What follows belongs to an exercise in optimizing a design on an open flow for small area; a production flow would make more cautious choices. Only simulation tests tie the RTL to the original design; equivalence was not proved. Power is estimated from default activity; no workload was simulated.

$ cat flow/constraint.sdc
create_clock -name core_clock -period 10.0 [get_ports {i_clk}]
set_input_delay 2.0000 -clock core_clock [delete_from_list [all_inputs] [get_ports {i_clk}]]
set_output_delay 2.0000 -clock core_clock [all_outputs]
set_load 0.01 [all_outputs]
$ cat flow/config.mk
export PLATFORM = sky130hd
export DESIGN_NAME = capture_buffer
export DESIGN_NICKNAME = capture_buffer
export VERILOG_FILES = /design/flow/design.v
export SDC_FILE = /design/flow/constraint.sdc
export NUM_CORES = 4
export LEC_CHECK = 0
export CAP_MARGIN = 20
export CORE_MARGIN = 2
export CORE_UTILIZATION = 55
export CTS_BUF_LIST = sky130_fd_sc_hd__clkbuf_8
export CTS_CLUSTER_DIAMETER = 50
export CTS_CLUSTER_SIZE = 18
export SLEW_MARGIN = 20
$ cat flow/design.v
package scope_pkg;
    typedef enum logic [2:0] {
        ST_FILL    = 3'd0,
        ST_ARMED   = 3'd1,
        ST_POST    = 3'd2,
        ST_READOUT = 3'd3,
        ST_DONE    = 3'd4
    } cap_state_e;
    localparam logic [63:0] HEADER_WORD = {64{1'b1}};
endpackage
module capture_ram #(
    parameter int DATA_W = 12,
    parameter int DEPTH  = 256,
    parameter int CW     = 3,
    localparam int RL    = 1 << CW,
    localparam int NR    = DEPTH / RL
) (
    input  logic              clk_i,
    input  logic              rst_i,
    input  logic [CW-1:0]     col_i,       
    input  logic              push_i,      
    input  logic              pop_i,       
    input  logic [DATA_W-1:0] wr_data_i,
    output logic [DATA_W-1:0] rd_data_o    
);
    logic [CW-1:0]        ph_q;
    logic [RL-1:0]        pend_q;
    logic [DATA_W-1:0]    ws_q [RL];
    logic [RL*DATA_W-1:0] ring_q [NR];
    logic [DATA_W-1:0]    ring_out [NR];
    logic now, shift;
    assign now   = (push_i || pop_i) && (col_i == ph_q);
    assign shift = now || pend_q[ph_q];
    always_ff @(posedge clk_i) begin
        if (rst_i) begin
            ph_q   <= '0;
            pend_q <= '0;
        end else begin
            ph_q <= ph_q + CW'(1);
            for (int c = 0; c < RL; c++) begin
                if ((push_i || pop_i) && col_i == CW'(c) && ph_q != CW'(c)) pend_q[c] <= 1'b1;
                else if (ph_q == CW'(c))                                     pend_q[c] <= 1'b0;
            end
        end
    end
    logic [CW-1:0] ws_ld;
    assign ws_ld = ph_q - col_i;
    always_ff @(posedge clk_i) begin
        for (int i = 0; i < RL; i++) begin
            if (push_i && ws_ld == CW'(i)) ws_q[i] <= wr_data_i;
            else                           ws_q[i] <= ws_q[(i + RL - 1) % RL];
        end
    end
    logic [DATA_W-1:0] ring_in;
    assign ring_in = (push_i && col_i == ph_q) ? wr_data_i : ws_q[RL-1];
    for (genvar r = 0; r < NR; r++) begin : g_ring
        assign ring_out[r] = ring_q[r][RL*DATA_W-1 -: DATA_W];
        always_ff @(posedge clk_i) begin
            ring_q[r] <= {ring_q[r][(RL-1)*DATA_W-1:0],
                          shift ? ((r == 0) ? ring_in : ring_out[(r + NR - 1) % NR]) : ring_out[r]};
        end
    end
    logic [CW-1:0] rd_sel;
    assign rd_sel    = ph_q - CW'(1) - col_i;
    assign rd_data_o = ring_q[NR-1][rd_sel*DATA_W +: DATA_W];
endmodule
module capture_buffer #(
    parameter int DATA_W   = 12,
    parameter int DEPTH    = 256,
    parameter int PRE_TRIG = 64
) (
    input  logic              i_clk,
    input  logic              i_RESET,
    input  logic              i_response_valid,
    input  logic [DATA_W-1:0] i_sample_data,
    input  logic              i_trigger,
    output logic [DATA_W-1:0] o_data,
    output logic              o_valid,
    output logic              o_last,
    input  logic              i_ready,
    output logic              o_TRANSFER_DONE,
    output logic              o_armed
);
    localparam int AW = $clog2(DEPTH);
    localparam int CW = 3;
    localparam logic [AW-1:0] PRE_LAST = AW'(PRE_TRIG - 1);
    localparam logic [AW-1:0] ALL_LAST = AW'(DEPTH - 1);
    scope_pkg::cap_state_e state_q, state_d;
    logic [AW-1:0]     cnt_q, cnt_d;
    logic [CW-1:0]     col_q;
    logic              o_valid_q, o_valid_d;
    logic              push, pop;
    capture_ram #(.DATA_W(DATA_W), .DEPTH(DEPTH), .CW(CW)) u_ram (
        .clk_i     (i_clk),
        .rst_i     (i_RESET),
        .col_i     (col_q),
        .push_i    (push),
        .pop_i     (pop),
        .wr_data_i (i_sample_data),
        .rd_data_o (o_data)
    );
    always_ff @(posedge i_clk) begin
        if (i_RESET) begin
            state_q   <= scope_pkg::ST_FILL;
            cnt_q     <= '0;
            col_q     <= '0;
            o_valid_q <= 1'b0;
        end else begin
            state_q   <= state_d;
            cnt_q     <= cnt_d;
            o_valid_q <= o_valid_d;
            if (push || pop) col_q <= col_q + CW'(1);
        end
    end
    assign pop = o_valid_q && i_ready;
    always_comb begin
        state_d   = state_q;
        cnt_d     = cnt_q;
        o_valid_d = o_valid_q;
        push      = 1'b0;
        case (state_q)
            scope_pkg::ST_FILL: begin
                if (i_response_valid) begin
                    push  = 1'b1;
                    cnt_d = cnt_q + AW'(1);
                    if (cnt_q == PRE_LAST) state_d = scope_pkg::ST_ARMED;
                end
            end
            scope_pkg::ST_ARMED: begin
                push = i_response_valid;
                if (i_trigger) begin
                    if (i_response_valid) cnt_d = cnt_q + AW'(1);
                    state_d = scope_pkg::ST_POST;
                end
            end
            scope_pkg::ST_POST: begin
                if (i_response_valid) begin
                    push  = 1'b1;
                    cnt_d = cnt_q + AW'(1);
                    if (cnt_q == ALL_LAST) state_d = scope_pkg::ST_READOUT;
                end
            end
            scope_pkg::ST_READOUT: begin
                o_valid_d = 1'b1;
                if (pop) begin
                    cnt_d = cnt_q + AW'(1);
                    if (cnt_q == ALL_LAST) begin
                        o_valid_d = 1'b0;
                        state_d   = scope_pkg::ST_DONE;
                    end
                end
            end
            scope_pkg::ST_DONE: begin
                state_d = scope_pkg::ST_FILL;
            end
            default: state_d = scope_pkg::ST_FILL;
        endcase
    end
    assign o_valid = o_valid_q;
    assign o_last  = o_valid_q && (cnt_q == ALL_LAST);
    assign o_TRANSFER_DONE = (state_q == scope_pkg::ST_DONE);
    assign o_armed         = (state_q == scope_pkg::ST_ARMED);
endmodule
$ cat flow/run.sh
#!/bin/bash
# synth_recipe.tcl (not shown) runs the flow's synth.tcl, then flattens the netlist and writes it again
# the make line also repeats each setting of config.mk as NAME=value (left out here)
make -C /OpenROAD-flow-scripts/flow DESIGN_CONFIG=/design/flow/config.mk WORK_HOME=/design/flow/orfs CLKGATE_MAP_FILE= SYNTH_SCRIPT=/design/flow/synth_recipe.tcl finish
==> flow_summary.ini, run 1 <==
[status]
status = complete, no violations

[yosys]
async_flop_share = 0
yosysSeqAreaShare = 0.891
netlist_area_um2 = 71800
syn_area_per_cell_um2 = 17.6
ys.flop_type = dfxtp_1
synthCells = 4069
synthDistinctLibCells = 41
synth_warnings = 5
syn-num-nets = 4104
synth_seq_cells = 3194
synth_enable_flop_cells = 0

[die]
dieArea_um2 = 133000
die_w_um = 365
core_area_um2 = 129000
dieHeight_um = 365
num_rows = 132
ios = 33
start_util = 0.554

[worst_setup_path]
reg2reg_to = u_ram.ring_q[30][3]$_DFF_P_
cpPeakStageDelay_ns = 0.65
path_class = register to output port
cp_num_buf_inv = 3
endpoint = o_data[11]
cp.required_ns = 8.00
cpLargestDelayFamily = buffers and inverters
cp_max_fo = 48
ff2ff_path_depth = 7
r2r_slack_ns = 6.08
critical-path-slowest-cell = fa_1
path_depth = 9
worstPathCellList = inv_1 -> ha_1 -> fa_1 -> xor2_4 -> buf_4 -> nand2_1 -> nand3_1 -> and4_1 -> clkdlybuf4s50_1
r2r-start = col_q[0]$_SDFFE_PP0P_
worstSetupEndpointType = output port
critPathArrivalTime_ns = 4.08
worstSetupStartpoint = col_q[0]$_SDFFE_PP0P_
startpoint_type = register

[clocking]
cts_num_sinks = 3194
post-cts-setup-buffers = 0
cts_hold_buf = 0
htree_levels = 4
clock_path_buffers = 3
cts_made_buffers = 206
clk_pin_slew_worst_paths_ns = 0.10
cts_tree = done
worstSkewPairLatency_ns = 0.90
cts_resized = 0
ctsRootBufferMaster = clkbuf_8

[global_routing]
grt_max_degree = 156
antenna_found_initial = 1
track_usage = 0.121
grt_pass1_vias = 26100
grt_pass1_wl_mm = 131
grt-ovfl-total = 0

[sta]
setup-tns-final_ns = 0
fin_crit_ns = 6.08
final_max_slew_viol_count = 0
grt_setup_unrepaired = false
hold_viol = 0
clock.fmax_mhz = 165
worst_clock_skew_ns = 0.0289
fin_crit_sh = 0.608
slew_headroom = 0.349
worstMarginPinSlew_ns = 0.974
setup-violations-final = 0

[finish]
layout.nets = 4283
drive_above_1_share = 0.166
area_delta_synth_final_pct = 7.60

[run]
drv_cap = 0

[placed_design]
portBuffers = 32
place_congestion = 0.689
dpl.hpwl_mm = 41.3

[detailed_routing]
wl_per_cell_um = 12.9
vias_per_cell = 4.32
antenna_left = 0
dr.pass1.iters = 4
drc = 0
first_iter_violations = 1052
vias = 26200
routed_wl_mm = 78.3

[power_and_ir_drop]
power.density_nw_per_um2 = 260
p_leak_nw = 30.9
total_power_mw = 20.1
irDropWorstVdd_mv = 0.204

[hold_path]
holdCritStartpoint = u_ram.ring_q[13][63]$_DFF_P_
hold_class = register to register
## registers in the layout, indices dropped and copies added (netlist names)
| name | flops |
|---|---|
| cnt_q | 8 |
| col_q | 3 |
| o_valid_q | 1 |
| state_q | 3 |
| u_ram.pend_q | 8 |
| u_ram.ph_q | 3 |
| u_ram.ring_q | 3072 |
| u_ram.ws_q | 96 |
## worst register-to-register path: stages, from the launching register on
cell and delay (ns):
dfxtp_1 0.40, inv_1 0.14, ha_1 0.75, nand2_1 0.19, o31ai_4 0.31, buf_4 0.74
buf_4 0.84, mux2_2 0.46
## synthesized netlist by cell type (3+ instances only)
| library cell | instances | area, µm² |
|---|---|---|
| nand3_1 | 52 | 260 |
| nor2b_1 | 4 | 25.0 |
| and3_1 | 3 | 18.8 |
| xnor2_1 | 10 | 87.6 |
| buf_6 | 35 | 394 |
| nand4_1 | 3 | 18.8 |
| dfxtp_1 | 3194 | 63900 |
| a31oi_1 | 3 | 18.8 |
| a21oi_1 | 20 | 100 |
| buf_2 | 13 | 65.1 |
| and4_1 | 13 | 114 |
| nand2_1 | 110 | 413 |
| mux2_2 | 433 | 4880 |
| mux2_4 | 10 | 150 |
| mux2i_1 | 17 | 170 |
| mux2_1 | 25 | 282 |
| a211oi_1 | 12 | 90.1 |
| ha_1 | 16 | 200 |
| inv_1 | 9 | 33.8 |
| nor3_1 | 6 | 30.0 |
| clkbuf_1 | 18 | 67.6 |
| buf_8 | 3 | 45.0 |
| nor2_1 | 33 | 124 |
| buf_4 | 3 | 22.5 |
## layout make-up
class                   count  area (µm²)
inverters                   9        33.8
repair buffers             45         443
well taps                1742        2180
flip-flops and latches   3194       63900
clock inverters            56         434
diodes                      2        5.00
clock buffers             215        2960
multi-input cells         792        7250
fillers                  9907       52200
## where the power goes
part / total (mW) / internal, mW / switching, mW / leakage, nW
clock: 5.62 / 2.07 / 3.56 / 1.80
sequential: 13.7 / 13.5 / 0.197 / 25.8
combinational: 0.772 / 0.402 / 0.370 / 3.24
## metrics by stage
step,hold slack (ns),setup WS [ns],utilization,cells,cell area (µm²)
final,0.313,3.92,0.597,6055,77200
after global routing,0.323,3.66,0.597,6055,77200
after CTS,0.318,3.73,0.597,6053,77200
after detailed placement,0.312,4.36,0.570,5782,73800
after global placement,0.309,4.41,0.570,5782,73800
after floorplan,0.310,5.76,-,4069,71800
## layout by cell type (no fill, tap or decap), types with 4 or more instances in the layout
cell / n
mux2_4: 10
mux2i_1: 17
a211oi_1: 12
xnor2_1: 9
a21oi_1: 20
clkinv_2: 7
ha_1: 16
clkdlybuf4s50_1: 32
nand2_1: 110
inv_6: 11
clkinvlp_4: 9
nand3_1: 52
nor3_1: 6
mux2_1: 25
clkinv_4: 8
nor2_1: 33
dfxtp_1: 3194
buf_4: 11
clkbuf_8: 215
and4_1: 13
mux2_2: 433
inv_1: 26
nor2b_1: 4
## worst min path at each step
stage	to	depth (start not counted)	slack, ns
after CTS	u_ram.ring_q[13][75]$_DFF_P_	0	0.32
after floorplan	u_ram.ring_q[0][12]$_DFF_P_	0	0.31
after detailed placement	u_ram.ring_q[11][87]$_DFF_P_	0	0.31
after global routing	u_ram.ring_q[16][92]$_DFF_P_	0	0.32
final	u_ram.ring_q[13][75]$_DFF_P_	0	0.31
after global placement	u_ram.ring_q[8][12]$_DFF_P_	0	0.31
## cell families after synthesis
logic type	after synthesis	share of synthesized area
and+or+nand+nor	232	0.0149
muxes	486	0.0766
AOI/OAI and AO/OA	43	0.00370
xor gates and xnor gates	13	0.00185
adders and majority gates	18	0.00335
buffers and inverters	83	0.00885
DFF	3194	0.891
## layer usage
layer | global-route usage | share of wire | vias up
met5 | 0 | 0 | -
met4 | 0.0489 | 0.027 | 0
met3 | 0.0312 | 0.039 | 191
met2 | 0.168 | 0.39 | 264
met1 | 0.178 | 0.54 | 12400
li1 | - | - | 13300
==> inputs of run 2 (changes only) <==
--- a/flow/design.v
+++ b/flow/design.v
@@ -25,4 +25,5 @@
 );
     logic [CW-1:0]        ph_q;
+    logic                 pol_q;
     logic [RL-1:0]        pend_q;
     logic [DATA_W-1:0]    ws_q [RL];
@@ -35,7 +36,9 @@
         if (rst_i) begin
             ph_q   <= '0;
+            pol_q  <= 1'b0;
             pend_q <= '0;
         end else begin
             ph_q <= ph_q + CW'(1);
+            if (&ph_q) pol_q <= !pol_q;
             for (int c = 0; c < RL; c++) begin
                 if ((push_i || pop_i) && col_i == CW'(c) && ph_q != CW'(c)) pend_q[c] <= 1'b1;
@@ -53,15 +56,17 @@
     end
     logic [DATA_W-1:0] ring_in;
-    assign ring_in = (push_i && col_i == ph_q) ? wr_data_i : ws_q[RL-1];
+    assign ring_in = ((push_i && col_i == ph_q) ? wr_data_i : ws_q[RL-1]) ^ {DATA_W{pol_q}};
     for (genvar r = 0; r < NR; r++) begin : g_ring
         assign ring_out[r] = ring_q[r][RL*DATA_W-1 -: DATA_W];
         always_ff @(posedge clk_i) begin
             ring_q[r] <= {ring_q[r][(RL-1)*DATA_W-1:0],
-                          shift ? ((r == 0) ? ring_in : ring_out[(r + NR - 1) % NR]) : ring_out[r]};
+                          ~(shift ? ((r == 0) ? ring_in : ring_out[(r + NR - 1) % NR]) : ring_out[r])};
         end
     end
     logic [CW-1:0] rd_sel;
+    logic          rd_inv;
     assign rd_sel    = ph_q - CW'(1) - col_i;
-    assign rd_data_o = ring_q[NR-1][rd_sel*DATA_W +: DATA_W];
+    assign rd_inv    = pol_q ^ (ph_q > rd_sel);
+    assign rd_data_o = ring_q[NR-1][rd_sel*DATA_W +: DATA_W] ^ {DATA_W{rd_inv}};
 endmodule
 module capture_buffer #(
--- a/flow/config.mk
+++ b/flow/config.mk
@@ -8,7 +8,7 @@
 export CAP_MARGIN = 20
 export CORE_MARGIN = 2
-export CORE_UTILIZATION = 55
+export CORE_UTILIZATION = 68
 export CTS_BUF_LIST = sky130_fd_sc_hd__clkbuf_8
-export CTS_CLUSTER_DIAMETER = 50
-export CTS_CLUSTER_SIZE = 18
+export CTS_CLUSTER_DIAMETER = 60
+export CTS_CLUSTER_SIZE = 20
 export SLEW_MARGIN = 20
==> flow_summary.ini, run 2 <==
[worst_setup_path]
cp_max_fo = 25
critical-path-slowest-cell = dfxtp_1
cpPeakStageDelay_ns = 0.64
cpLargestDelayFamily = buffers and inverters
cp.required_ns = 8.00
worstSetupEndpointType = output port
critPathArrivalTime_ns = 4.38
path_class = register to output port
worstSetupStartpoint = u_ram.ph_q[1]$_SDFF_PP0_
crit_top_cell = buf_4
cp_num_buf_inv = 4
startpoint_type = register
r2r-start = u_ram.ph_q[0]$_SDFF_PP0_
worstPathCellList = inv_1 -> fa_1 -> buf_4 -> ha_1 -> nor2b_1 -> o21ai_0 -> a32oi_1 -> xnor2_1 -> buf_4 -> xor2_1 -> clkdlybuf4s50_1
r2r_slack_ns = 6.35

[finish]
largest_reg_flops = 3072
regMostFlops = u_ram.ring_q
stdcell_area_um2 = 75800
drive_above_1_share = 0.0812
utilization = 0.730
layoutNonFillerInstCount = 5509
layout.nets = 4152
mostFrequentLayoutCells = dfxtp_1 (3195), mux2i_1 (414), clkbuf_8 (187)
reg_top3 = u_ram.ring_q: 3072 flops, u_ram.ws_q: 96 flops
final_common_cell = dfxtp_1
area_delta_synth_final_pct = 6.05

[power_and_ir_drop]
p_leak_nw = 30.1
switching_share = 0.202
p_sw_mw = 3.95
total_power_mw = 19.5
p_int_mw = 15.6
pwr-share-seq = 0.698
power_frac_comb = 0.043
p_clk_frac = 0.259
power.density_nw_per_um2 = 258
irDropWorstVdd_mv = 0.190

[placed_design]
dpl.hpwl_mm = 46.2
portBuffers = 32
place_inst = 5313
place_congestion = 0.729
placed_cell_area_um2 = 73200
post-place-ws_ns = 4.44

[detailed_routing]
dr.pass1.iters = 4
vias_per_cell = 4.64
antenna_left = 0
vias = 25600
drc = 0
first_iter_violations = 1147
wl_per_cell_um = 15.1
routed_wl_mm = 83.4

[yosys]
synth.most_common_cell = dfxtp_1
yosysSeqAreaShare = 0.895
syn-num-nets = 3995
synthDistinctLibCells = 38
synth_enable_flop_cells = 0
yosys.area.top_type = dfxtp_1
synthCells = 3957
synth_warnings = 5
yosys-top-cells-area = dfxtp_1 (89%), mux2i_1 (5.8%), mux2_2 (1.2%)
ys.flop_type = dfxtp_1
syn_area_per_cell_um2 = 18.1
async_flop_share = 0
synth_commonest_cells = dfxtp_1 (3195), mux2i_1 (414), mux2_2 (76)
synth.top_cell.area_share = 0.895
netlist_area_um2 = 71500
synth_seq_cells = 3195

[hold_path]
holdCritStartpoint = u_ram.ring_q[27][60]$_DFF_P_
hold_class = register to register

[global_routing]
grt_pass1_wl_mm = 140
grt-ovfl-total = 0
grt_max_degree = 102
track_usage = 0.159
antenna_found_initial = 1
grt_pass1_vias = 27500

[clocking]
cts_tree = done
cts_made_buffers = 179
post-cts-setup-buffers = 0
cts_resized = 0
clock_path_buffers = 3
htree_levels = 4
clk_pin_slew_worst_paths_ns = 0.11
cts_hold_buf = 0
cts_num_sinks = 3195
ctsRootBufferMaster = clkbuf_8
worstSkewPairLatency_ns = 0.85

[sta]
fin_crit_sh = 0.638
worstMarginPinSlew_ns = 1.05
fin_hold_ws_ns = 0.318
setup-violations-final = 0
clock.fmax_mhz = 157
worst_clock_skew_ns = 0.0251
setup_ws_ns = 3.62
fin_crit_ns = 6.38
final_max_slew_viol_count = 0
slew_headroom = 0.300
hold_viol = 0
grt_setup_unrepaired = false
setup-tns-final_ns = 0

[die]
ios = 33
start_util = 0.688
die_w_um = 328
core_area_um2 = 104000
num_rows = 118
dieArea_um2 = 108000
dieHeight_um = 328

[run]
drv_cap = 0

[status]
status = complete, no violations
run 2: area by class of cell:
class	count	area [µm²]
clock inverter	8	80.1
fill	6332	28100
clock buffer	187	2570
antenna	1	2.50
sequential	3195	64000
multi-input combinational	685	7020
inverter	9	33.8
tap	1380	1730
timing repair buffer	44	435
run 2: worst paths after layout:
path                                  end  cells past startpoint
min          u_ram.ring_q[27][72]$_DFF_P_                      0
min reg2reg  u_ram.ring_q[27][72]$_DFF_P_                      0
max reg2reg   u_ram.ring_q[19][8]$_DFF_P_                      8
max                            o_data[11]                     11
run 2: cell families after synthesis:
family | count (synthesis) | share of synthesized area
xor+xnor | 39 | 0.00488
fa+ha+maj | 21 | 0.00388
simple gates | 63 | 0.00465
mux | 535 | 0.0820
flops | 3195 | 0.895
buf+inv | 77 | 0.00751
compound gates | 27 | 0.00252
run 2: per-layer routing:
metal	vias to the layer above	global-route usage	wire length, µm
li1	12900	-	-
met3	165	0.0318	2610
met5	-	0	0
met1	12300	0.228	41800
met4	0	0.0553	2060
met2	268	0.245	37000
run 2: power by group through the flow:
stage,Combinational [mW],Clock [mW],Sequential (mW)
after floorplan,0.696,0,13.8
after detailed placement,0.852,0,13.9
after CTS,0.858,5.26,13.6
final,0.842,5.06,13.6
after global placement,0.836,0,13.9
after global routing,0.909,5.70,13.7
==> inputs of run 3 (changes only) <==
--- a/flow/config.mk
+++ b/flow/config.mk
@@ -8,5 +8,5 @@
 export CAP_MARGIN = 20
 export CORE_MARGIN = 2
-export CORE_UTILIZATION = 68
+export CORE_UTILIZATION = 55
 export CTS_BUF_LIST = sky130_fd_sc_hd__clkbuf_8
 export CTS_CLUSTER_DIAMETER = 60
==> flow_summary.ini, run 3 <==
[detailed_routing]
routed_wl_mm = 78.2
drc = 0
dr_wl_met3_mm = 2.74
wl_per_cell_um = 13.3
first_iter_violations = 1088
vias = 25300
antenna_left = 0
vias_per_cell = 4.30
topRoutingLayerUsed = met4
drt-met1-wl_mm = 42.4
wl_met2_mm = 30.8
dr.pass1.iters = 6

[sta]
worst_clock_skew_ns = 0.0229
hold_viol = 0
clock.fmax_mhz = 141
final_max_slew_viol_count = 0
grt_setup_unrepaired = false
worstMarginPinSlew_ns = 1.06
fin_hold_ws_ns = 0.312
slew_headroom = 0.293
fin_crit_ns = 7.08
setup-violations-final = 0
setup-tns-final_ns = 0
setup_ws_ns = 2.92
fin_crit_sh = 0.708

[worst_setup_path]
critical-path-slowest-cell = xor2_2
cp_num_buf_inv = 2
path_class = register to output port
r2r-start = u_ram.ph_q[0]$_SDFF_PP0_
cp_max_fo = 13
worstSetupStartpoint = u_ram.ph_q[1]$_SDFF_PP0_
worstPathCellList = inv_1 -> fa_1 -> xor2_2 -> ha_1 -> o21ai_0 -> a32oi_1 -> xnor2_2 -> xor2_1 -> clkdlybuf4s50_1
cpLargestDelayFamily = XOR/XNOR gates
critPathArrivalTime_ns = 5.08
cpPeakStageDelay_ns = 0.86
cp.required_ns = 8.00
worstSetupEndpointType = output port
startpoint_type = register

[power_and_ir_drop]
irDropWorstVdd_mv = 0.166
p_clk_frac = 0.268
pwr-share-seq = 0.689
p_int_mw = 15.7
power.density_nw_per_um2 = 258
power_frac_comb = 0.043
p_leak_nw = 30.2
p_sw_mw = 4.00
switching_share = 0.203

[global_routing]
grt-ovfl-total = 0
grt_pass1_vias = 25500
antenna_found_initial = 1
grt_pass1_wl_mm = 130
track_usage = 0.121
grt_max_degree = 106

[clocking]
cts_num_sinks = 3195
htree_levels = 4
cts_tree = done
post-cts-setup-buffers = 0
ctsRootBufferMaster = clkbuf_8
worstSkewPairLatency_ns = 0.88
clock_path_buffers = 3
clk_pin_slew_worst_paths_ns = 0.11
cts_resized = 0
cts_made_buffers = 182
cts_hold_buf = 0

[yosys]
netlist_area_um2 = 71500
yosys.area.top_type = dfxtp_1
synth_seq_cells = 3195
synth_enable_flop_cells = 0
ys.flop_type = dfxtp_1
syn-num-nets = 3995
synth.most_common_cell = dfxtp_1
synth_warnings = 5
syn_area_per_cell_um2 = 18.1
synth.top_cell.area_share = 0.895
yosysSeqAreaShare = 0.895
async_flop_share = 0
synthDistinctLibCells = 38
yosys-top-cells-area = dfxtp_1 (89%), mux2i_1 (5.8%), mux2_2 (1.2%)
synthCells = 3957
synth_commonest_cells = dfxtp_1 (3195), mux2i_1 (414), mux2_2 (76)

[finish]
utilization = 0.592
area_delta_synth_final_pct = 7.03
layoutNonFillerInstCount = 5886
layout.nets = 4154
final_common_cell = dfxtp_1
largest_reg_flops = 3072
mostFrequentLayoutCells = dfxtp_1 (3195), mux2i_1 (414), clkbuf_8 (187)
drive_above_1_share = 0.0835
reg_top3 = u_ram.ring_q: 3072 flops, u_ram.ws_q: 96 flops
nFillCells = 9799
multi_input_area_um2 = 7030
register_area_um2 = 64000
regMostFlops = u_ram.ring_q

[placed_design]
place_congestion = 0.712
place_inst = 5674
post-place-ws_ns = 3.75
portBuffers = 32
dpl.hpwl_mm = 40.9

[status]
status = complete, no violations

[die]
ios = 33
die_w_um = 365
start_util = 0.553
num_rows = 132
dieArea_um2 = 133000
dieHeight_um = 365
core_area_um2 = 129000

[hold_path]
hold_class = register to register
holdCritStartpoint = u_ram.ring_q[11][19]$_DFF_P_

[run]
drv_cap = 0
-- run 3: stage by stage --
| step | total power, mW | instance area (µm²) |
|---|---|---|
| floorplan | 14.5 | 71500 |
| global placement | 14.7 | 73600 |
| detailed placement | 14.8 | 73600 |
| CTS | 20.0 | 76500 |
| global route | 20.6 | 76500 |
| finish | 19.7 | 76500 |
-- run 3: final cells by class --
cell class	instances	area share
clock buffer	187	0.0336
antenna	1	0.0000327
sequential	3195	0.836
clock inverter	24	0.00394
inverter	9	0.000441
timing repair buffer	43	0.00580
multi-input combinational	685	0.0918
tap	1742	0.0285
-- run 3: layer usage --
metal  GRT usage  vias to the layer above
li1            -                    12900
met1       0.182                    12000
met2       0.168                      226
met3      0.0293                      177
met4      0.0476                        0
met5           0                        -
-- run 3: path summary, 6_finish.rpt --
| path | endpoint | slack (ns) | depth (start not counted) |
|---|---|---|---|
| max | o_data[4] | 2.92 | 9 |
| min | u_ram.ring_q[11][31]$_DFF_P_ | 0.31 | 0 |
| max reg2reg | u_ram.ring_q[19][7]$_DFF_P_ | 6.04 | 8 |
| min reg2reg | u_ram.ring_q[11][31]$_DFF_P_ | 0.31 | 0 |
-- run 3: power groups by stage --
stage | clock network, mW | logic [mW] | registers (mW)
CTS | 5.55 | 0.868 | 13.6
floorplan | 0 | 0.696 | 13.8
detailed placement | 0 | 0.861 | 13.9
global route | 6.00 | 0.919 | 13.7
global placement | 0 | 0.856 | 13.9
finish | 5.29 | 0.845 | 13.6
-- run 3: kinds of logic after synthesis --
group | after synthesis | share of synthesized area
multiplexers | 535 | 0.0820
adder cells (fa/ha/maj) | 21 | 0.00388
AO/OA/AOI/OAI | 27 | 0.00252
AND/OR/NAND/NOR | 63 | 0.00465
flip-flops | 3195 | 0.895
XOR/XNOR | 39 | 0.00488
buffers and inverters | 77 | 0.00751
==> inputs of run 4 (changes only) <==
==> flow/flow/run.sh (new file) <==
#!/bin/bash
# Standard layout (the standard.sh, unchanged synthesis) with two changes:
# clock tree synthesis without dummy loads, and the smallest buffer on the ports.
set -euo pipefail
export CTS_ARGS="-sink_clustering_enable -repair_clock_nets -dont_use_dummy_load -buf_list sky130_fd_sc_hd__clkbuf_8 -sink_clustering_size 20 -sink_clustering_max_diameter 60"
export BUFFER_PORTS_ARGS="-buffer_cell sky130_fd_sc_hd__buf_1"
bash standard.sh > standard.log 2>&1
==> flow/standard.sh (new file) <==
#!/bin/bash
# synth_recipe.tcl (not shown) runs the flow's synth.tcl, then flattens the netlist and writes it again
# the make line also repeats each setting of config.mk as NAME=value (left out here)
make -C /OpenROAD-flow-scripts/flow DESIGN_CONFIG=/design/flow/config.mk WORK_HOME=/design/flow/orfs CLKGATE_MAP_FILE= SYNTH_SCRIPT=/design/flow/synth_recipe.tcl "${@:-finish}"
--- a/flow/config.mk
+++ b/flow/config.mk
@@ -8,5 +8,5 @@
 export CAP_MARGIN = 20
 export CORE_MARGIN = 2
-export CORE_UTILIZATION = 55
+export CORE_UTILIZATION = 60
 export CTS_BUF_LIST = sky130_fd_sc_hd__clkbuf_8
 export CTS_CLUSTER_DIAMETER = 60
removed: flow/run.sh
==> flow_summary.ini, run 4 <==
[finish]
layoutNonFillerInstCount = 5651
final_common_cell = dfxtp_1
reg_top3 = u_ram.ring_q: 3072 flops, u_ram.ws_q: 96 flops
nFillCells = 8165
largest_reg_flops = 3072
register_area_um2 = 64000
layout.nets = 4153
regMostFlops = u_ram.ring_q
area_delta_synth_final_pct = 5.80
multi_input_area_um2 = 7020
drive_above_1_share = 0.0778
mostFrequentLayoutCells = dfxtp_1 (3195), mux2i_1 (414), clkbuf_8 (179)

[placed_design]
dpl.hpwl_mm = 46.2
portBuffers = 32
place_congestion = 0.725
place_inst = 5470
post-place-ws_ns = 4.47

[sta]
worst_clock_skew_ns = 0.0741
fin_crit_sh = 0.637
setup-tns-final_ns = 0
hold_viol = 0
clock.fmax_mhz = 157
final_max_slew_viol_count = 0
fin_hold_ws_ns = 0.264
setup_ws_ns = 3.63
worstMarginPinSlew_ns = 1.03
slew_headroom = 0.312
fin_crit_ns = 6.37
setup-violations-final = 0
grt_setup_unrepaired = false

[clocking]
htree_levels = 4
cts_resized = 0
worstSkewPairLatency_ns = 0.88
cts_tree = done
post-cts-setup-buffers = 0
ctsRootBufferMaster = clkbuf_8
clock_path_buffers = 3
clk_pin_slew_worst_paths_ns = 0.12
cts_num_sinks = 3195
cts_hold_buf = 0
cts_made_buffers = 179

[die]
ios = 33
dieHeight_um = 349
num_rows = 126
die_w_um = 349
core_area_um2 = 118000
dieArea_um2 = 122000
start_util = 0.606

[worst_setup_path]
startpoint_type = register
cp_num_buf_inv = 3
worstPathCellList = inv_1 -> fa_1 -> xor2_2 -> ha_1 -> a32oi_1 -> xnor2_1 -> buf_4 -> xor2_1 -> buf_1
r2r_slack_ns = 6.63
critPathArrivalTime_ns = 4.37
cp.required_ns = 8.00
worstSetupEndpointType = output port
path_class = register to output port
cpLargestDelayFamily = XOR/XNOR gates
critical-path-slowest-cell = xor2_2
r2r-start = u_ram.ph_q[0]$_SDFF_PP0_
cpPeakStageDelay_ns = 0.84
reg2reg_to = u_ram.ring_q[22][7]$_DFF_P_
ff2ff_path_depth = 7
cp_max_fo = 13

[yosys]
synth_warnings = 5
synthCells = 3957
synth.most_common_cell = dfxtp_1
synth.top_cell.area_share = 0.895
synth_enable_flop_cells = 0
async_flop_share = 0
yosysSeqAreaShare = 0.895
syn_area_per_cell_um2 = 18.1
netlist_area_um2 = 71500
ys.flop_type = dfxtp_1
synth_seq_cells = 3195
synth_commonest_cells = dfxtp_1 (3195), mux2i_1 (414), mux2_2 (76)
syn-num-nets = 3995
yosys.area.top_type = dfxtp_1
synthDistinctLibCells = 38
yosys-top-cells-area = dfxtp_1 (89%), mux2i_1 (5.8%), mux2_2 (1.2%)

[global_routing]
antenna_found_initial = 1
globalRouteMet2Util = 0.221
grt_max_degree = 113
grt_pass1_vias = 27700
grt_pass1_wl_mm = 143
use_met3 = 0.0295
track_usage = 0.143
globalRouteMet1Util = 0.201
grt.busiest_layer = met2
grt-ovfl-total = 0

[power_and_ir_drop]
p_leak_nw = 29.9
power.density_nw_per_um2 = 256
irDropWorstVdd_mv = 0.175
total_power_mw = 19.4

[hold_path]
min_path_cells = 0
hold_end = u_ram.ring_q[4][37]$_DFF_P_
hold_class = register to register
holdCritStartpoint = u_ram.ring_q[4][25]$_DFF_P_

[detailed_routing]
dr.pass1.iters = 4
vias_per_cell = 4.52
first_iter_violations = 1032
vias = 25600
routed_wl_mm = 84.2
wl_per_cell_um = 14.9
drc = 0
antenna_left = 0

[run]
drv_cap = 0

[status]
status = complete, no violations
-- run 4: stage by stage --
step | cell area, µm² | util
4_1_cts | 75600 | 0.641
5_1_grt | 75700 | 0.641
2_1_floorplan | 71500 | -
3_3_place_gp | 73200 | 0.620
6_report | 75700 | 0.641
3_5_place_dp | 73200 | 0.620
-- run 4: routing by layer --
metal,share of wire,vias to the layer above
met1,0.50,12300
met2,0.44,242
met3,0.032,179
li1,-,12900
met4,0.025,0
met5,0,-
-- run 4: area by class of cell --
| cell class | instances | area share |
|---|---|---|
| Timing Repair Buffer | 45 | 0.00327 |
| Clock buffer | 179 | 0.0326 |
| Sequential cell | 3195 | 0.845 |
| Inverter | 9 | 0.000447 |
| Tap cell | 1536 | 0.0254 |
| Antenna cell | 2 | 0.0000662 |
| Multi-Input combinational cell | 685 | 0.0928 |
-- run 4: how the worst max path moves through the flow --
stage	start	to	slack, ns	cells after the start
floorplan	u_ram.ph_q[1]$_SDFF_PP0_	o_data[10]	5.06	11
global placement	u_ram.ph_q[1]$_SDFF_PP0_	o_data[4]	4.61	9
detailed placement	u_ram.ph_q[1]$_SDFF_PP0_	o_data[11]	4.47	9
CTS	u_ram.ph_q[1]$_SDFF_PP0_	o_data[11]	3.42	9
global route	u_ram.ph_q[1]$_SDFF_PP0_	o_data[11]	3.24	9
finish	u_ram.ph_q[1]$_SDFF_PP0_	o_data[11]	3.63	9
-- run 4: worst register-to-register path, stage by stage, from the launching register on --
cell     delay (ns)
dfxtp_1        0.45
inv_1          0.17
ha_1           0.41
nor2b_1        0.22
nand3_1        0.17
nand2_4        0.60
buf_4          0.92
mux2i_1        0.36
-- run 4: where the power goes --
part	leakage (nW)	switching, mW	total, mW	internal (mW)
combinational	2.38	0.380	0.815	0.435
sequential	26.3	0.205	13.6	13.4
clock	1.29	3.31	4.93	1.62
total	29.9	3.90	19.4	15.5
-- run 4: cells by family (layout without fill, tap and decap cells) --
family          after synthesis  after routing  synth area share
simple gates                 63             63           0.00465
xor+xnor                     39             39           0.00488
mux                         535            535            0.0820
buf+inv                      77            233           0.00751
flops                      3195           3195             0.895
other cells                   0              2                 0
fa+ha+maj                    21             21           0.00388
compound gates               27             27           0.00252
==> inputs of run 5 (changes only) <==
--- a/flow/design.v
+++ b/flow/design.v
@@ -26,11 +26,14 @@
     logic [CW-1:0]        ph_q;
     logic                 pol_q;
-    logic [RL-1:0]        pend_q;
-    logic [DATA_W-1:0]    ws_q [RL];
+    logic [RL-1:1]        pend_q;
+    logic [DATA_W-1:0]    ws_q [1:RL-1];
     logic [RL*DATA_W-1:0] ring_q [NR];
     logic [DATA_W-1:0]    ring_out [NR];
-    logic now, shift;
-    assign now   = (push_i || pop_i) && (col_i == ph_q);
-    assign shift = now || pend_q[ph_q];
+    logic          req, now, shift;
+    logic [CW-1:0] ld;
+    assign req   = push_i || pop_i;
+    assign ld    = ph_q - col_i;
+    assign now   = req && (ld == '0);
+    assign shift = now || pend_q[RL-1];
     always_ff @(posedge clk_i) begin
         if (rst_i) begin
@@ -41,20 +44,17 @@
             ph_q <= ph_q + CW'(1);
             if (&ph_q) pol_q <= !pol_q;
-            for (int c = 0; c < RL; c++) begin
-                if ((push_i || pop_i) && col_i == CW'(c) && ph_q != CW'(c)) pend_q[c] <= 1'b1;
-                else if (ph_q == CW'(c))                                     pend_q[c] <= 1'b0;
-            end
+            pend_q[1] <= req && (ld == CW'(1));
+            for (int i = 2; i < RL; i++) pend_q[i] <= (req && ld == CW'(i)) || pend_q[i-1];
         end
     end
-    logic [CW-1:0] ws_ld;
-    assign ws_ld = ph_q - col_i;
     always_ff @(posedge clk_i) begin
-        for (int i = 0; i < RL; i++) begin
-            if (push_i && ws_ld == CW'(i)) ws_q[i] <= wr_data_i;
-            else                           ws_q[i] <= ws_q[(i + RL - 1) % RL];
+        ws_q[1] <= wr_data_i;
+        for (int i = 2; i < RL; i++) begin
+            if (req && ld == CW'(i)) ws_q[i] <= wr_data_i;
+            else                     ws_q[i] <= ws_q[i-1];
         end
     end
     logic [DATA_W-1:0] ring_in;
-    assign ring_in = ((push_i && col_i == ph_q) ? wr_data_i : ws_q[RL-1]) ^ {DATA_W{pol_q}};
+    assign ring_in = (now ? wr_data_i : ws_q[RL-1]) ^ {DATA_W{pol_q}};
     for (genvar r = 0; r < NR; r++) begin : g_ring
         assign ring_out[r] = ring_q[r][RL*DATA_W-1 -: DATA_W];
--- a/flow/config.mk
+++ b/flow/config.mk
@@ -8,5 +8,5 @@
 export CAP_MARGIN = 20
 export CORE_MARGIN = 2
-export CORE_UTILIZATION = 60
+export CORE_UTILIZATION = 65
 export CTS_BUF_LIST = sky130_fd_sc_hd__clkbuf_8
 export CTS_CLUSTER_DIAMETER = 60
==> flow_summary.ini, run 5 <==
[clocking]
cts_hold_buf = 0
clock_path_buffers = 3
cts_num_sinks = 3182
worstSkewPairLatency_ns = 0.86
cts_made_buffers = 179
cts_resized = 0
htree_levels = 4
post-cts-setup-buffers = 0
clk_pin_slew_worst_paths_ns = 0.11
cts_tree = done
ctsRootBufferMaster = clkbuf_8

[worst_setup_path]
critPathArrivalTime_ns = 4.45
path_class = register to output port
worstPathCellList = inv_1 -> ha_1 -> inv_1 -> fa_2 -> xor3_1 -> inv_1 -> ha_1 -> o21ai_0 -> a32oi_1 -> xnor2_1 -> buf_4 -> xor2_1 -> buf_1
critical-path-slowest-cell = xor3_1
r2r_slack_ns = 6.40
startpoint_type = register
crit_top_cell = inv_1
worstSetupEndpointType = output port
ff2ff_path_depth = 10
cp.required_ns = 8.00
cpPeakStageDelay_ns = 1.00
reg2reg_to = u_ram.ring_q[28][1]$_DFF_P_
cp_num_buf_inv = 5
r2r-start = u_ram.ph_q[0]$_SDFF_PP0_
cp_max_fo = 16
cpLargestDelayFamily = XOR/XNOR gates

[finish]
reg_top3 = u_ram.ring_q: 3072 flops, u_ram.ws_q: 84 flops, cnt_q: 8 flops
mostFrequentLayoutCells = dfxtp_1 (3182), mux2i_1 (420), clkbuf_8 (179)
area_delta_synth_final_pct = 5.86
largest_reg_flops = 3072
regMostFlops = u_ram.ring_q
nFillCells = 7003
utilization = 0.691
stdcell_area_um2 = 75000
final_common_cell = dfxtp_1
layout.nets = 4143
drive_above_1_share = 0.0710

[die]
dieArea_um2 = 112000
start_util = 0.653
core_area_um2 = 109000
ios = 33
die_w_um = 334
dieHeight_um = 334
num_rows = 121

[placed_design]
post-place-ws_ns = 4.18
dpl.hpwl_mm = 45.2
placed_cell_area_um2 = 72600
portBuffers = 32
place_congestion = 0.742

[detailed_routing]
antenna_left = 0
routed_wl_mm = 81.9
vias_per_cell = 4.63
dr.pass1.iters = 4
wl_per_cell_um = 14.8
first_iter_violations = 959
drc = 0
vias = 25600

[yosys]
yosysSeqAreaShare = 0.899
synth_warnings = 5
synth_enable_flop_cells = 0
netlist_area_um2 = 70900
async_flop_share = 0
synth_seq_cells = 3182
synthDistinctLibCells = 47
yosys-top-cells-area = dfxtp_1 (90%), mux2i_1 (5.9%), mux2_2 (1.0%)
synth.top_cell.area_share = 0.899
synth.most_common_cell = dfxtp_1
yosys.area.top_type = dfxtp_1
syn_area_per_cell_um2 = 17.9
syn-num-nets = 3991
ys.flop_type = dfxtp_1
synth_commonest_cells = dfxtp_1 (3182), mux2i_1 (420), mux2_2 (63)
synthCells = 3962

[hold_path]
holdCritStartpoint = u_ram.ring_q[30][31]$_DFF_P_
min_path_cells = 0
hold_end = u_ram.ring_q[30][43]$_DFF_P_
hold_class = register to register

[run]
drv_cap = 0

[power_and_ir_drop]
p_leak_nw = 31.6
power_frac_comb = 0.034
p_int_mw = 15.2
p_clk_frac = 0.259
irDropWorstVdd_mv = 0.169
p_sw_mw = 3.81
switching_share = 0.201
total_power_mw = 19.0
pwr-share-seq = 0.707
power.density_nw_per_um2 = 253

[sta]
fin_crit_ns = 6.45
final_max_slew_viol_count = 0
worstMarginPinSlew_ns = 1.12
slew_headroom = 0.253
setup-violations-final = 0
fin_crit_sh = 0.645
setup-tns-final_ns = 0
worst_clock_skew_ns = 0.0830
grt_setup_unrepaired = false
clock.fmax_mhz = 155
hold_viol = 0
setup_ws_ns = 3.55

[global_routing]
track_usage = 0.152
grt_pass1_vias = 27400
grt_max_degree = 94
antenna_found_initial = 1
grt-ovfl-total = 0
grt_pass1_wl_mm = 139

[status]
status = complete, no violations
run 5: cell count changes after synthesis, sizes merged, moves of 7 or more:
cell    change
mux2       -24
nand2      +16
o22ai      +15
a221oi     +13
dfxtp      -13
nand2b     +13
xnor2      -10
ha          -9
clkbuf      +7
mux4        -7
run 5: area by class of cell:
type | instances | area, µm² | area share
inverters | 14 | 52.6 | 0.000700
diodes | 2 | 5.00 | 0.0000667
repair buffers | 43 | 240 | 0.00320
multi-input cells | 694 | 6800 | 0.0906
flip-flops and latches | 3182 | 63700 | 0.849
clock buffers | 179 | 2460 | 0.0328
well taps | 1414 | 1770 | 0.0236
run 5: per-stage QoR:
step / cells / hold WS [ns]
floorplan: 3962 / 0.310
global route: 5527 / 0.317
CTS: 5526 / 0.306
detailed placement: 5347 / 0.312
global placement: 5347 / 0.310
finish: 5528 / 0.308
run 5: worst reg2reg max path, cell delays in order (launching register included):
cell     delay, ns
dfxtp_1       0.36
inv_1         0.10
ha_1          0.14
inv_1         0.05
fa_1          0.43
xor3_1        0.27
nand2_1       0.17
nor3_4        0.14
nor2_4        0.76
buf_4         0.79
mux2i_1       0.38
run 5: cell families after synthesis:
group	Yosys count	synth area share
buffers and inverters	86	0.00560
multiplexers	510	0.0765
AO/OA/AOI/OAI	47	0.00558
flip-flops	3182	0.899
adder cells (fa/ha/maj)	12	0.00233
AND/OR/NAND/NOR	97	0.00718
XOR/XNOR	28	0.00410
run 5: metal layers:
metal	share of wire	global-route usage	vias up
li1	-	-	12900
met1	0.50	0.216	12300
met2	0.44	0.233	265
met3	0.033	0.0339	162
met4	0.024	0.0480	0
met5	0	0	-
run 5: worst max path at each step:
stage	start	to	slack, ns	cells after the start
floorplan	col_q[0]$_SDFFE_PP0P_	o_data[2]	4.71	15
global placement	col_q[0]$_SDFFE_PP0P_	o_data[11]	4.14	13
detailed placement	col_q[0]$_SDFFE_PP0P_	o_data[2]	4.18	13
CTS	col_q[0]$_SDFFE_PP0P_	o_data[11]	3.17	13
global route	col_q[0]$_SDFFE_PP0P_	o_data[2]	3.13	13
finish	col_q[0]$_SDFFE_PP0P_	o_data[2]	3.55	13
run 5: power groups by stage:
stage	clock [mW]	sequential [mW]	combinational (mW)
final	4.91	13.4	0.650
after global routing	5.57	13.5	0.703
after CTS	5.11	13.4	0.663
after detailed placement	0	13.7	0.660
after global placement	0	13.7	0.652
after floorplan	0	13.6	0.527
==> inputs of run 6 (changes only) <==
==> flow/run.sh (new file) <==
#!/bin/bash
# synth_recipe.tcl (not shown) runs the flow's synth.tcl, then flattens the netlist and writes it again
# the make line also repeats each setting of config.mk as NAME=value (left out here)
make -C /OpenROAD-flow-scripts/flow DESIGN_CONFIG=/design/flow/config.mk WORK_HOME=/design/flow/orfs CLKGATE_MAP_FILE= SYNTH_SCRIPT=/design/flow/synth_recipe.tcl finish
removed: flow/flow/run.sh
removed: flow/standard.sh
==> flow_summary.ini, run 6 <==
[detailed_routing]
vias = 25400
antenna_left = 0
routed_wl_mm = 82.5
wl_per_cell_um = 14.9
first_iter_violations = 1000
drc = 0
dr.pass1.iters = 5
vias_per_cell = 4.58

[yosys]
yosys.area.top_type = dfxtp_1
synth.most_common_cell = dfxtp_1
synthCells = 3962
ys.flop_type = dfxtp_1
synth_commonest_cells = dfxtp_1 (3182), mux2i_1 (420), mux2_2 (63)
synth_enable_flop_cells = 0
yosysSeqAreaShare = 0.899
netlist_area_um2 = 70900
synthDistinctLibCells = 47
syn-num-nets = 3991
synth_seq_cells = 3182
async_flop_share = 0
synth.top_cell.area_share = 0.899
syn_area_per_cell_um2 = 17.9
synth_warnings = 5
yosys-top-cells-area = dfxtp_1 (90%), mux2i_1 (5.9%), mux2_2 (1.0%)

[sta]
fin_crit_sh = 0.692
setup-violations-final = 0
final_max_slew_viol_count = 0
slew_headroom = 0.291
worst_clock_skew_ns = 0.0245
setup-tns-final_ns = 0
hold_viol = 0
grt_setup_unrepaired = false
fin_crit_ns = 6.92
worstMarginPinSlew_ns = 1.06
clock.fmax_mhz = 145

[global_routing]
antenna_found_initial = 1
grt_pass1_vias = 27400
grt_pass1_wl_mm = 140
track_usage = 0.152
grt-ovfl-total = 0
grt_max_degree = 118

[power_and_ir_drop]
power.density_nw_per_um2 = 254
irDropWorstVdd_mv = 0.214
total_power_mw = 19.2
p_leak_nw = 31.8

[worst_setup_path]
r2r_slack_ns = 6.32
worstSetupEndpointType = output port
cp.required_ns = 8.00
path_class = register to output port
startpoint_type = register
cp_max_fo = 16
critPathArrivalTime_ns = 4.92

[placed_design]
portBuffers = 32
dpl.hpwl_mm = 45.2
place_congestion = 0.738

[clocking]
worstSkewPairLatency_ns = 0.85
cts_resized = 0
post-cts-setup-buffers = 0
cts_tree = done
cts_made_buffers = 179
cts_num_sinks = 3182
clock_path_buffers = 3
cts_hold_buf = 0
htree_levels = 4
clk_pin_slew_worst_paths_ns = 0.11
ctsRootBufferMaster = clkbuf_8

[die]
die_w_um = 334
start_util = 0.653
num_rows = 121
ios = 33
dieArea_um2 = 112000
core_area_um2 = 109000
dieHeight_um = 334

[finish]
regMostFlops = u_ram.ring_q
nFillCells = 6959
mostFrequentLayoutCells = dfxtp_1 (3182), mux2i_1 (420), clkbuf_8 (187)
layout.nets = 4142
largest_reg_flops = 3072
reg_top3 = u_ram.ring_q: 3072 flops, u_ram.ws_q: 84 flops, cnt_q: 8 flops
drive_above_1_share = 0.0746
area_delta_synth_final_pct = 6.42
final_common_cell = dfxtp_1

[hold_path]
hold_class = register to register

[run]
drv_cap = 0

[status]
status = complete, no violations
## run 6: worst paths after layout
kind / startpoint / to / cells after the start
max: col_q[0]$_SDFFE_PP0P_ / o_data[6] / 13
min: u_ram.ring_q[2][54]$_DFF_P_ / u_ram.ring_q[2][66]$_DFF_P_ / 0
max reg2reg: u_ram.ph_q[0]$_SDFF_PP0_ / u_ram.ring_q[13][7]$_DFF_P_ / 11
min reg2reg: u_ram.ring_q[2][54]$_DFF_P_ / u_ram.ring_q[2][66]$_DFF_P_ / 0
## run 6: logic make-up (layout without fill, tap and decap cells)
group / after synthesis / count (layout) / share of synthesized area
buf+inv: 86 / 254 / 0.00560
mux: 510 / 510 / 0.0765
fa+ha+maj: 12 / 12 / 0.00233
compound gates: 47 / 47 / 0.00558
simple gates: 97 / 97 / 0.00718
xor+xnor: 28 / 28 / 0.00410
flops: 3182 / 3182 / 0.899
other cells: 0 / 1 / 0
## run 6: power by group
part / switching (mW) / total [mW] / internal, mW
Clock: 3.35 / 5.06 / 1.71
Sequential: 0.181 / 13.4 / 13.2
Combinational: 0.345 / 0.691 / 0.346
## run 6: area by class of cell
class | instances | area, µm² | share of cell area
flip-flops and latches | 3182 | 63700 | 0.844
multi-input cells | 694 | 6800 | 0.0901
clock buffers | 187 | 2570 | 0.0341
well taps | 1414 | 1770 | 0.0235
repair buffers | 42 | 433 | 0.00574
clock inverters | 11 | 103 | 0.00136
inverters | 14 | 52.6 | 0.000697
diodes | 1 | 2.50 | 0.0000332
## run 6: metrics by stage
stage | cells | setup WS (ns) | hold WS [ns] | utilization | cell area, µm²
2_1_floorplan | 3962 | 4.71 | 0.310 | - | 70900
3_3_place_gp | 5346 | 3.77 | 0.310 | 0.670 | 72700
3_5_place_dp | 5346 | 3.68 | 0.312 | 0.670 | 72700
4_1_cts | 5544 | 2.71 | 0.322 | 0.695 | 75400
5_1_grt | 5545 | 2.69 | 0.323 | 0.695 | 75400
6_report | 5545 | 3.08 | 0.320 | 0.695 | 75400
## run 6: worst max-delay path, stage by stage, from the launching register on
cell             delay (ns)
dfxtp_1                0.35
inv_1                  0.13
ha_1                   0.18
inv_1                  0.06
fa_2                   0.51
xor3_1                 0.99
inv_1                  0.11
ha_1                   0.33
o21ai_0                0.08
a32oi_1                0.18
xnor2_1                0.16
buf_4                  0.27
xor2_1                 0.18
clkdlybuf4s50_1        0.56
## run 6: layer usage
metal  vias to the layer above  wire (µm)  global-route usage
met1                     12100      42000               0.219
met3                       155       2550              0.0311
li1                      12900          -                   -
met4                         0       1900              0.0500
met5                         -          0                   0
met2                       240      36000               0.232
==> inputs of run 7 (changes only) <==
--- a/flow/design.v
+++ b/flow/design.v
@@ -27,8 +27,9 @@
     logic                 pol_q;
     logic [RL-1:1]        pend_q;
+    logic                 wait_n_q;    
     logic [DATA_W-1:0]    ws_q [1:RL-1];
     logic [RL*DATA_W-1:0] ring_q [NR];
     logic [DATA_W-1:0]    ring_out [NR];
-    logic          req, now, shift;
+    logic          req, now, shift, hold;
     logic [CW-1:0] ld;
     assign req   = push_i || pop_i;
@@ -36,4 +37,5 @@
     assign now   = req && (ld == '0);
     assign shift = now || pend_q[RL-1];
+    assign hold  = !now && wait_n_q;      
     always_ff @(posedge clk_i) begin
         if (rst_i) begin
@@ -41,4 +43,5 @@
             pol_q  <= 1'b0;
             pend_q <= '0;
+            wait_n_q <= 1'b1;
         end else begin
             ph_q <= ph_q + CW'(1);
@@ -46,4 +49,5 @@
             pend_q[1] <= req && (ld == CW'(1));
             for (int i = 2; i < RL; i++) pend_q[i] <= (req && ld == CW'(i)) || pend_q[i-1];
+            wait_n_q <= !((req && ld == CW'(RL-1)) || pend_q[RL-2]);
         end
     end
@@ -61,5 +65,6 @@
         always_ff @(posedge clk_i) begin
             ring_q[r] <= {ring_q[r][(RL-1)*DATA_W-1:0],
-                          ~(shift ? ((r == 0) ? ring_in : ring_out[(r + NR - 1) % NR]) : ring_out[r])};
+                          ~(({DATA_W{shift}} | ring_out[r]) &
+                            ({DATA_W{hold}} | ((r == 0) ? ring_in : ring_out[(r + NR - 1) % NR])))};
         end
     end
--- a/flow/config.mk
+++ b/flow/config.mk
@@ -8,5 +8,5 @@
 export CAP_MARGIN = 20
 export CORE_MARGIN = 2
-export CORE_UTILIZATION = 65
+export CORE_UTILIZATION = 78
 export CTS_BUF_LIST = sky130_fd_sc_hd__clkbuf_8
 export CTS_CLUSTER_DIAMETER = 60
==> flow_summary.ini, run 7 <==
[finish]
regMostFlops = u_ram.ring_q
final_common_cell = dfxtp_1
mostFrequentLayoutCells = dfxtp_1 (3183), o22ai_1 (372), clkbuf_8 (182)
layout.nets = 4127
area_delta_synth_final_pct = 5.81
register_area_um2 = 63700
reg_top3 = u_ram.ring_q: 3072 flops, u_ram.ws_q: 84 flops, cnt_q: 8 flops
largest_reg_flops = 3072
multi_input_area_um2 = 5260
drive_above_1_share = 0.0720
nFillCells = 4030

[power_and_ir_drop]
power.density_nw_per_um2 = 369
p_leak_nw = 30.0
irDropWorstVdd_mv = 0.272

[placed_design]
place_congestion = 0.739
portBuffers = 32
dpl.hpwl_mm = 50.0

[sta]
worst_clock_skew_ns = 0.0253
final_max_slew_viol_count = 0
setup-tns-final_ns = 0
fin_hold_ws_ns = 0.318
grt_setup_unrepaired = false
clock.fmax_mhz = 133
fin_crit_ns = 7.50
fin_crit_sh = 0.750
setup-violations-final = 0
worstMarginPinSlew_ns = 1.07
hold_viol = 0
slew_headroom = 0.288

[detailed_routing]
drc = 0
wl_per_cell_um = 17.5
first_iter_violations = 1276
routed_wl_mm = 92.1
vias_per_cell = 5.03
antenna_left = 0
vias = 26500
dr.pass1.iters = 4

[clocking]
cts_hold_buf = 0
post-cts-setup-buffers = 0
cts_num_sinks = 3183
cts_made_buffers = 177
cts_resized = 0
worstSkewPairLatency_ns = 0.87
clock_path_buffers = 3
ctsRootBufferMaster = clkbuf_8
cts_tree = done
htree_levels = 4
clk_pin_slew_worst_paths_ns = 0.11

[worst_setup_path]
ff2ff_path_depth = 8
critPathArrivalTime_ns = 5.50
r2r-start = col_q[0]$_SDFFE_PP0P_
r2r_slack_ns = 6.21
worstSetupEndpointType = output port
startpoint_type = register
crit_top_cell = inv_1
cp_max_fo = 11
cpPeakStageDelay_ns = 0.75
path_class = register to output port
cp_num_buf_inv = 5
cpLargestDelayFamily = buffers and inverters
critical-path-slowest-cell = xnor2_2
cp.required_ns = 8.00
worstPathCellList = inv_1 -> ha_1 -> inv_1 -> fa_1 -> xnor2_1 -> inv_1 -> ha_1 -> o21ai_0 -> a22oi_1 -> xnor2_2 -> buf_4 -> xor2_1 -> clkdlybuf4s50_1
reg2reg_to = u_ram.ring_q[0][6]$_DFF_P_

[global_routing]
grt-ovfl-total = 0
grt_max_degree = 159
antenna_found_initial = 1
grt_pass1_vias = 28500
grt_pass1_wl_mm = 150
track_usage = 0.206

[yosys]
synthCells = 3985
syn-num-nets = 4015
synth_seq_cells = 3183
ys.flop_type = dfxtp_1
syn_area_per_cell_um2 = 17.4
yosysSeqAreaShare = 0.916
synthDistinctLibCells = 45
synth_warnings = 5
netlist_area_um2 = 69500
async_flop_share = 0
synth_enable_flop_cells = 0
synth.top_cell.area_share = 0.916
synth_commonest_cells = dfxtp_1 (3183), o22ai_1 (372), buf_2 (78)
yosys.area.top_type = dfxtp_1
synth.most_common_cell = dfxtp_1
yosys-top-cells-area = dfxtp_1 (92%), o22ai_1 (3.3%), mux2_2 (0.73%)

[die]
dieHeight_um = 303
die_w_um = 303
ios = 33
num_rows = 109
dieArea_um2 = 91500
start_util = 0.787
core_area_um2 = 88400

[hold_path]
holdCritStartpoint = u_ram.ring_q[9][8]$_DFF_P_
hold_end = u_ram.ring_q[9][20]$_DFF_P_
hold_class = register to register
min_path_cells = 0

[run]
drv_cap = 0

[status]
status = complete, no violations
-- run 7: worst max path at each step --
stage,startpoint,endpoint,cells after the start
2_1_floorplan,col_q[0]$_SDFFE_PP0P_,o_data[10],14
3_3_place_gp,col_q[0]$_SDFFE_PP0P_,o_data[6],13
3_5_place_dp,col_q[0]$_SDFFE_PP0P_,o_data[6],13
4_1_cts,col_q[0]$_SDFFE_PP0P_,o_data[6],13
5_1_grt,col_q[0]$_SDFFE_PP0P_,o_data[8],13
6_report,col_q[0]$_SDFFE_PP0P_,o_data[6],13
-- run 7: layer usage --
layer / part of all wire / global-route usage
met2: 0.47 / 0.338
met1: 0.49 / 0.286
met5: 0 / 0
met4: 0.019 / 0.0617
met3: 0.027 / 0.0373
-- run 7: through the flow --
step | setup WS (ns) | cells | instance area, µm² | power, mW | utilization
2_1_floorplan | 4.74 | 3985 | 69500 | 20.9 | -
3_3_place_gp | 3.44 | 5082 | 70900 | 21.9 | 0.802
3_5_place_dp | 3.35 | 5082 | 70900 | 22.3 | 0.802
4_1_cts | 2.40 | 5277 | 73500 | 27.4 | 0.832
5_1_grt | 2.05 | 5279 | 73600 | 28.3 | 0.832
6_report | 2.50 | 5279 | 73600 | 27.1 | 0.832
-- run 7: final cells by class --
cell class              instances  share of cell area
diodes                          1           0.0000340
inverters                      13            0.000663
clock inverters                13             0.00180
multi-input cells             678              0.0714
repair buffers                 44             0.00609
clock buffers                 182              0.0340
well taps                    1165              0.0198
flip-flops and latches       3183               0.866
-- run 7: report_power, final --
part           internal, mW  switching, mW
combinational         0.756          0.678
clock                  1.69           3.38
sequential             18.7           1.96
total                  21.1           6.02
-- run 7: logic make-up after synthesis --
| family | share of synthesized area |
|---|---|
| DFF | 0.916 |
| AOI/OAI and AO/OA | 0.0381 |
| buffers and inverters | 0.00842 |
| muxes | 0.0227 |
| and+or+nand+nor | 0.00642 |
| xor gates and xnor gates | 0.00529 |
| adders and majority gates | 0.00256 |
==> inputs of run 8 (changes only) <==
--- a/flow/config.mk
+++ b/flow/config.mk
@@ -8,5 +8,5 @@
 export CAP_MARGIN = 20
 export CORE_MARGIN = 2
-export CORE_UTILIZATION = 78
+export CORE_UTILIZATION = 65
 export CTS_BUF_LIST = sky130_fd_sc_hd__clkbuf_8
 export CTS_CLUSTER_DIAMETER = 60
==> flow_summary.ini, run 8 <==
[yosys]
synth_warnings = 5
synth_commonest_cells = dfxtp_1 (3183), o22ai_1 (372), buf_2 (78)
ys.flop_type = dfxtp_1
netlist_area_um2 = 69500
syn-num-nets = 4015
synthSimpleGateAreaFrac = 0.00642
synthCells = 3985
syn_area_per_cell_um2 = 17.4
yosysSeqAreaShare = 0.916
synth.most_common_cell = dfxtp_1
synthXorXnorAreaFrac = 0.00529
synth.top_cell.area_share = 0.916
synthDistinctLibCells = 45
synth_fa_ha_area_frac = 0.00256
synth_enable_flop_cells = 0
async_flop_share = 0
synth_seq_cells = 3183
synth-compound-area-share = 0.0381
yosys-top-cells-area = dfxtp_1 (92%), o22ai_1 (3.3%), mux2_2 (0.73%)
synth_top_family_by_area = compound AO/OA/AOI/OAI gates
synth.area.mux_share = 0.0227
yosys.area.top_type = dfxtp_1

[hold_path]
min_path_cells = 0
holdCritStartpoint = u_ram.ring_q[23][61]$_DFF_P_
hold_end = u_ram.ring_q[23][73]$_DFF_P_
hold_class = register to register

[sta]
final_max_slew_viol_count = 0
grt_setup_unrepaired = false
slew_headroom = 0.319
worstMarginPinSlew_ns = 1.02
fin_crit_ns = 7.31
hold_viol = 0
setup-tns-final_ns = 0
setup-violations-final = 0
fin_hold_ws_ns = 0.314
fin_crit_sh = 0.731
clock.fmax_mhz = 137
worst_clock_skew_ns = 0.0265

[placed_design]
portBuffers = 32
place_congestion = 0.759
dpl.hpwl_mm = 45.6
placed_cell_area_um2 = 71200

[clocking]
ctsRootBufferMaster = clkbuf_8
cts_tree = done
worstSkewPairLatency_ns = 0.86
cts_num_sinks = 3183
cts_made_buffers = 177
clock_path_buffers = 3
clk_pin_slew_worst_paths_ns = 0.11
cts_hold_buf = 0
cts_resized = 0
htree_levels = 4
post-cts-setup-buffers = 0

[global_routing]
antenna_found_initial = 1
grt-ovfl-total = 0
grt_pass1_wl_mm = 143
grt_max_degree = 185
track_usage = 0.160
grt_pass1_vias = 28100

[finish]
mostFrequentLayoutCells = dfxtp_1 (3183), o22ai_1 (372), clkbuf_8 (182)
area_delta_synth_final_pct = 6.12
final_common_cell = dfxtp_1
stdcell_area_um2 = 73800
nFillCells = 6790
regMostFlops = u_ram.ring_q
layout.nets = 4128
reg_top3 = u_ram.ring_q: 3072 flops, u_ram.ws_q: 84 flops, cnt_q: 8 flops
drive_above_1_share = 0.0708
largest_reg_flops = 3072

[die]
ios = 33
core_area_um2 = 106000
dieHeight_um = 331
die_w_um = 331
dieArea_um2 = 110000
start_util = 0.658
num_rows = 119

[worst_setup_path]
r2r-start = col_q[0]$_SDFFE_PP0P_
critPathArrivalTime_ns = 5.31
reg2reg_to = u_ram.ring_q[11][4]$_DFF_P_
ff2ff_path_depth = 9
worstSetupEndpointType = output port
cp_max_fo = 11
cp.required_ns = 8.00
r2r_slack_ns = 5.91
path_class = register to output port
startpoint_type = register

[detailed_routing]
antenna_left = 0
vias = 26300
wl_per_cell_um = 15.6
dr.pass1.iters = 5
vias_per_cell = 4.78
drc = 0
routed_wl_mm = 85.8
first_iter_violations = 1354

[power_and_ir_drop]
power.density_nw_per_um2 = 364
irDropWorstVdd_mv = 0.215
p_leak_nw = 30.0

[status]
status = complete, no violations

[run]
drv_cap = 0
## run 8: cell counts after synthesis
No cell type changed its count.
## run 8: area by class of cell
cell class,instances,area (µm²),share of cell area
Sequential cell,3183,63700,0.864
Multi-Input combinational cell,678,5250,0.0711
Clock buffer,182,2500,0.0339
Tap cell,1391,1740,0.0236
Timing Repair Buffer,45,430,0.00583
Clock inverter,10,91.3,0.00124
Inverter,13,48.8,0.000661
Antenna cell,2,5.00,0.0000678
## run 8: through the flow
step | total power, mW | std cells | utilization | setup slack (ns)
floorplan | 20.9 | 3985 | - | 4.74
global placement | 21.9 | 5310 | 0.673 | 3.56
detailed placement | 22.2 | 5310 | 0.673 | 3.51
CTS | 27.2 | 5502 | 0.698 | 2.49
global route | 28.3 | 5504 | 0.698 | 2.27
finish | 26.9 | 5504 | 0.698 | 2.69
## run 8: logic make-up after synthesis
logic type / count (synthesis)
AOI/OAI and AO/OA: 419
xor gates and xnor gates: 39
adders and majority gates: 13
buffers and inverters: 124
DFF: 3183
muxes: 118
and+or+nand+nor: 89
## run 8: metal layers
| layer | up-vias | part of all wire | track usage |
|---|---|---|---|
| li1 | 13200 | - | - |
| met1 | 12700 | 0.51 | 0.231 |
| met2 | 269 | 0.43 | 0.244 |
| met3 | 151 | 0.032 | 0.0321 |
| met4 | 0 | 0.021 | 0.0530 |
| met5 | - | 0 | 0 |
## run 8: worst max-delay path by stage
| stage | depth (start not counted) | endpoint | slack (ns) | startpoint |
|---|---|---|---|---|
| 6_report | 13 | o_data[10] | 2.69 | col_q[0]$_SDFFE_PP0P_ |
| 3_3_place_gp | 13 | o_data[8] | 3.56 | col_q[0]$_SDFFE_PP0P_ |
| 5_1_grt | 13 | o_data[5] | 2.27 | col_q[0]$_SDFFE_PP0P_ |
| 3_5_place_dp | 13 | o_data[8] | 3.51 | col_q[0]$_SDFFE_PP0P_ |
| 2_1_floorplan | 14 | o_data[10] | 4.74 | col_q[0]$_SDFFE_PP0P_ |
| 4_1_cts | 13 | o_data[8] | 2.49 | col_q[0]$_SDFFE_PP0P_ |
## run 8: critical path: stages (launching register included)
cell	delay (ns)
dfxtp_1	0.38
inv_1	0.11
ha_1	0.16
inv_1	0.05
fa_1	0.59
xnor2_1	0.43
inv_1	0.46
ha_1	0.44
o21ai_0	0.08
a22oi_1	0.12
xnor2_2	0.55
buf_4	0.31
xor2_1	0.20
clkdlybuf4s50_1	0.56
## run 8: report_power, final
group / total [mW] / internal (mW) / switching (mW)
clock: 5.01 / 1.68 / 3.33
combinational: 1.40 / 0.752 / 0.645
sequential: 20.5 / 18.7 / 1.80
total: 26.9 / 21.1 / 5.78

==> afterwards: timing with drivers on the ports <==
No port has a modelled driver above. Below, the same layouts with a new extraction and two added sets of constraints.
Step 1 assumes that a clkbuf_16 drives the clock port and a buf_2 every other input.
Step 2 times the ports against the registers' clock, not the clock port: input delays grow and output delays shrink by t, the midpoint of the rising clock arrivals with the driver on.
Three values: ideal, step 1, step 2; two values: the first two.
| run | t, ns | setup slack, ns | latest minus earliest clock arrival (ns) |
|---|---|---|---|
| run 1 | 0.945 | 3.922 / 3.856 / 4.391 | 0.041 / 0.040 |
| run 2 | 0.902 | 3.623 / 3.560 / 4.451 | 0.029 / 0.028 |
| run 3 | 0.939 | 2.915 / 2.848 / 3.787 | 0.030 / 0.029 |
| run 4 | 0.905 | 3.629 / 3.567 / 4.473 | 0.084 / 0.083 |
| run 5 | 0.879 | 3.552 / 3.493 / 4.372 | 0.083 / 0.083 |
| run 6 | 0.898 | 3.081 / 3.017 / 3.915 | 0.028 / 0.028 |
| run 7 | 0.918 | 2.499 / 2.438 / 3.356 | 0.028 / 0.028 |
| run 8 | 0.910 | 2.694 / 2.628 / 3.538 | 0.028 / 0.028 |
After both steps every run listed still meets setup and hold.
